Background: an optimization exercise with open tools, aiming at small area. Do not read the settings as production practice.
In this exercise RTL edits were held to simulation tests only and were not proved equivalent to the original.

==> inputs of trial 49 <==
==> flow/design.v <==
module molecule_scheduler #(
  parameter int  SLICE_W    = 256,
  parameter int  NUM_SLICES = 4,
  parameter int  TIMEOUT    = 1024,
  localparam int IDX_W      = $clog2(NUM_SLICES),
  localparam int TMR_W      = $clog2(TIMEOUT)
) (
  input  logic                          clk,
  input  logic                          reset,
  input  logic [SLICE_W*NUM_SLICES-1:0] global_challenges,
  input  logic                          challenge_valid,
  input  logic [NUM_SLICES-1:0]         slice_mask,
  output logic                          challenge_ready,
  output logic [SLICE_W-1:0]            current_molecule,
  output logic                          molecule_valid,
  input  logic                          molecule_ready,
  input  logic                          analysis_done,
  output logic [IDX_W-1:0]              slice_index,
  output logic                          batch_busy,
  output logic                          batch_done,
  output logic [NUM_SLICES-1:0]         timeout_flags
);
  localparam logic [TMR_W-1:0] TMR_MAX = TMR_W'(TIMEOUT - 1);
  logic                          sel_q, iss_q, wait_q, fin_q;
  logic                          idle;
  logic [SLICE_W*NUM_SLICES-1:0] bundle_q;
  logic [NUM_SLICES-1:0]         pending_q;
  logic [TMR_W-1:0]              timer_q;
  logic [NUM_SLICES-1:0]         cur;       
  logic                          found;
  logic                          timer_end;
  logic                          wait_end;
  assign idle            = ~(sel_q | iss_q | wait_q | fin_q);
  assign challenge_ready = idle;
  assign batch_busy      = ~idle;
  assign molecule_valid  = iss_q;
  assign batch_done      = fin_q;
  assign timer_end = (timer_q == TMR_MAX);
  assign wait_end  = wait_q & (analysis_done | timer_end);
  always_comb begin
    found = 1'b0;
    cur   = '0;
    for (int i = 0; i < NUM_SLICES; i++) begin
      if (pending_q[i] && !found) begin
        found  = 1'b1;
        cur[i] = 1'b1;
      end
    end
  end
  always_comb begin
    slice_index = '0;
    for (int i = 0; i < NUM_SLICES; i++)
      if (cur[i]) slice_index = IDX_W'(i);
  end
  always_comb begin
    current_molecule = '1;
    for (int i = 0; i < NUM_SLICES; i++)
      current_molecule = current_molecule
                       & (bundle_q[i*SLICE_W +: SLICE_W] | {SLICE_W{~cur[i]}});
  end
  always_ff @(posedge clk or negedge reset) begin
    if (!reset) begin
      sel_q  <= 1'b0;
      iss_q  <= 1'b0;
      wait_q <= 1'b0;
      fin_q  <= 1'b0;
    end else begin
      sel_q  <= (idle & challenge_valid) | wait_end;
      iss_q  <= (sel_q & found) | (iss_q & ~molecule_ready);
      wait_q <= (iss_q & molecule_ready) | (wait_q & ~wait_end);
      fin_q  <= sel_q & ~found;
    end
  end
  always_ff @(posedge clk or negedge reset) begin
    if (!reset) begin
      timeout_flags <= '0;
    end else if (idle & challenge_valid) begin
      timeout_flags <= '0;
    end else if (wait_q & ~analysis_done & timer_end) begin
      timeout_flags <= timeout_flags | cur;
    end
  end
  always_ff @(posedge clk) begin
    if (idle) bundle_q <= global_challenges;
  end
  always_ff @(posedge clk) begin
    if (idle) pending_q <= slice_mask;
    else if (wait_end) pending_q <= pending_q & ~cur;
  end
  always_ff @(posedge clk) begin
    timer_q <= wait_q ? timer_q + 1'b1 : '0;
  end
endmodule
==> flow/flow/run.sh <==
#!/bin/bash
set -euo pipefail
bash standard.sh "BUFFER_PORTS_ARGS=-buffer_cell sky130_fd_sc_hd__buf_1" finish > make_finish.log 2>&1
==> flow/standard.sh <==
#!/bin/bash
# synth_recipe.tcl (not shown) runs the flow's synth.tcl, then flattens the netlist and writes it again
# the make line also repeats each setting of config.mk as NAME=value (left out here)
make -C /OpenROAD-flow-scripts/flow DESIGN_CONFIG=/design/flow/config.mk WORK_HOME=/design/flow/orfs CLKGATE_MAP_FILE= SYNTH_SCRIPT=/design/flow/synth_recipe.tcl "${@:-finish}"
==> flow/config.mk <==
export PLATFORM = sky130hd
export DESIGN_NAME = molecule_scheduler
export DESIGN_NICKNAME = molecule_scheduler
export VERILOG_FILES = /design/flow/design.v
export SDC_FILE = /design/flow/constraint.sdc
export NUM_CORES = 4
export LEC_CHECK = 0
export ABC_AREA = 1
export CAP_MARGIN = 20
export CORE_AREA = 4 4 276 276
export DIE_AREA = 0 0 280 280
export SLEW_MARGIN = 20
==> flow/constraint.sdc <==
create_clock -name core_clock -period 5.0 [get_ports {clk}]
set_input_delay 1.0000 -clock core_clock [delete_from_list [all_inputs] [get_ports {clk}]]
set_output_delay 1.0000 -clock core_clock [all_outputs]
set_load 0.01 [all_outputs]
==> build 59: changes against trial 49 <==
--- a/flow/design.v
+++ b/flow/design.v
@@ -25,2 +25,3 @@
   logic                          idle;
+  logic                          busy_q;    
   logic [SLICE_W*NUM_SLICES-1:0] bundle_q;
@@ -28,2 +29,4 @@
   logic [TMR_W-1:0]              timer_q;
+  logic [NUM_SLICES-1:0]         low;       
+  logic [NUM_SLICES-1:0]         nsel_q;    
   logic [NUM_SLICES-1:0]         cur;       
@@ -41,3 +44,3 @@
     found = 1'b0;
-    cur   = '0;
+    low   = '0;
     for (int i = 0; i < NUM_SLICES; i++) begin
@@ -45,3 +48,3 @@
         found  = 1'b1;
-        cur[i] = 1'b1;
+        low[i] = 1'b1;
       end
@@ -49,2 +52,6 @@
   end
+  always_ff @(posedge clk) begin
+    nsel_q <= ~low;
+  end
+  assign cur = ~nsel_q;
   always_comb begin
@@ -58,3 +65,3 @@
       current_molecule = current_molecule
-                       & (bundle_q[i*SLICE_W +: SLICE_W] | {SLICE_W{~cur[i]}});
+                       & (bundle_q[i*SLICE_W +: SLICE_W] | {SLICE_W{nsel_q[i]}});
   end
@@ -75,2 +82,9 @@
     if (!reset) begin
+      busy_q <= 1'b0;
+    end else begin
+      busy_q <= ~fin_q & ~(idle & ~challenge_valid);
+    end
+  end
+  always_ff @(posedge clk or negedge reset) begin
+    if (!reset) begin
       timeout_flags <= '0;
@@ -83,3 +97,4 @@
   always_ff @(posedge clk) begin
-    if (idle) bundle_q <= global_challenges;
+    bundle_q <= (global_challenges & {(SLICE_W*NUM_SLICES){idle}})
+              | (bundle_q & {(SLICE_W*NUM_SLICES){busy_q}});
   end
@@ -87,3 +102,3 @@
     if (idle) pending_q <= slice_mask;
-    else if (wait_end) pending_q <= pending_q & ~cur;
+    else if (wait_end) pending_q <= pending_q & nsel_q;
   end
==> flow/flow/run.sh (replaced) <==
#!/bin/bash
set -euo pipefail
bash standard.sh \
  "BUFFER_PORTS_ARGS=-buffer_cell sky130_fd_sc_hd__buf_1" \
  "PLACE_PINS_ARGS=-min_distance 1 -min_distance_in_tracks -corner_avoidance 6" \
  finish > make_finish.log 2>&1
--- a/flow/config.mk
+++ b/flow/config.mk
@@ -7,6 +7,7 @@
 export LEC_CHECK = 0
-export ABC_AREA = 1
-export CAP_MARGIN = 20
+export CAP_MARGIN = 10
 export CORE_AREA = 4 4 276 276
+export CTS_CLUSTER_DIAMETER = 60
+export CTS_CLUSTER_SIZE = 30
 export DIE_AREA = 0 0 280 280
-export SLEW_MARGIN = 20
+export SLEW_MARGIN = 10
==> key figures <==
Logic synthesis
  • Seq cells post-synth: 1051
  • Post-synth top cells: 1038 x dfxtp_1, 1025 x a22o_1, 513 x o22ai_1
  • Synthesized area per cell: 11.2 um^2
  • Syn_nets: 4300
  • Syn Inst Count: 3266
  • Cell Area, Synth: 36700 um^2
  • Adder-Cell Fraction of Synth Area: 0.000341
  • Combinational family with the most area after synthesis: compound AO/OA/AOI/OAI gates
  • Most frequent cell after synthesis: dfxtp_1
  • Synth Flop Type: dfxtp_1
  • Synth area leader: dfxtp_1
  • Area share of the largest cell type after synthesis: 0.566
  • Synth cell types: 35
  • Post-synthesis simple-gate area fraction: 0.0325
  • Seq/Total Area, Yosys: 0.576

Final layout
  • Max reg flops: 1024
  • Non-clk invs: 7
  • Fraction of area in multi-input gates: 0.306

Critical path
  • Critical path's slowest cell: dfxtp_4

Floorplanning
  • Initial core utilization: 0.501

Outcome
  • Status: finished clean
the above is filed under build 59

==> key figures <==
Logic synthesis
  • Syn Inst Count: 2290
  • Adder-Cell Fraction of Synth Area: 0.000332
  • Syn_nets: 3324
  • Most frequent cell after synthesis: edfxtp_1
  • Combinational family with the most area after synthesis: simple AND/OR/NAND/NOR gates
  • Synth cell types: 29
  • Seq cells post-synth: 1046
  • Synth area leader: edfxtp_1
  • Synth Flop Type: edfxtp_1
  • Seq/Total Area, Yosys: 0.829
  • Synth warn: 1
  • Synthesized area per cell: 16.5 um^2
  • Post-synthesis simple-gate area fraction: 0.105
  • Number of synthesized flops with an enable pin: 1028
  • Area share of the largest cell type after synthesis: 0.818
  • Post-synth top cells: 1028 x edfxtp_1, 526 x nor2_1, 256 x o22ai_1

Floorplanning
  • Die Y: 280 um
  • Initial core utilization: 0.515

Outcome
  • Err: [ERROR PPL-0024] Number of IO pins (1299) exceeds maximum number of available positions (1010). Increase the die perimeter from 1120.00um to 1766.64um.
  • Last stage: I/O pin placement (3_2_place_iop)
  • Status: did not finish
the above is filed under trial 49

## afterwards: timing with drivers on the ports
No port has a modelled driver above. Below, the same layout with a new extraction and two added sets of constraints. Step 1: set_driving_cell puts a clkbuf_16 on clk and a buf_2 on each other input, an assumption about the parent block. Step 2, shift: input delay + t, output delay - t, t = (earliest + latest rising clock arrival at the registers) / 2. This alone moves slack from input paths to output paths. Slacks: ideal ports / drivers / drivers and shift; pairs: ideal ports / drivers.
run: build 59
shift t [ns]: 0.702
slack for setup (ns): 1.312 / 1.241 / 1.943
hold slack, ns: 0.297 / 0.345 / 0.455
clock arrival spread, ns: 0.040 / 0.040
After both steps setup and hold are still met in build 59. The setup slack of build 59 moves by -0.071 ns with the drivers and by +0.631 ns with both steps.
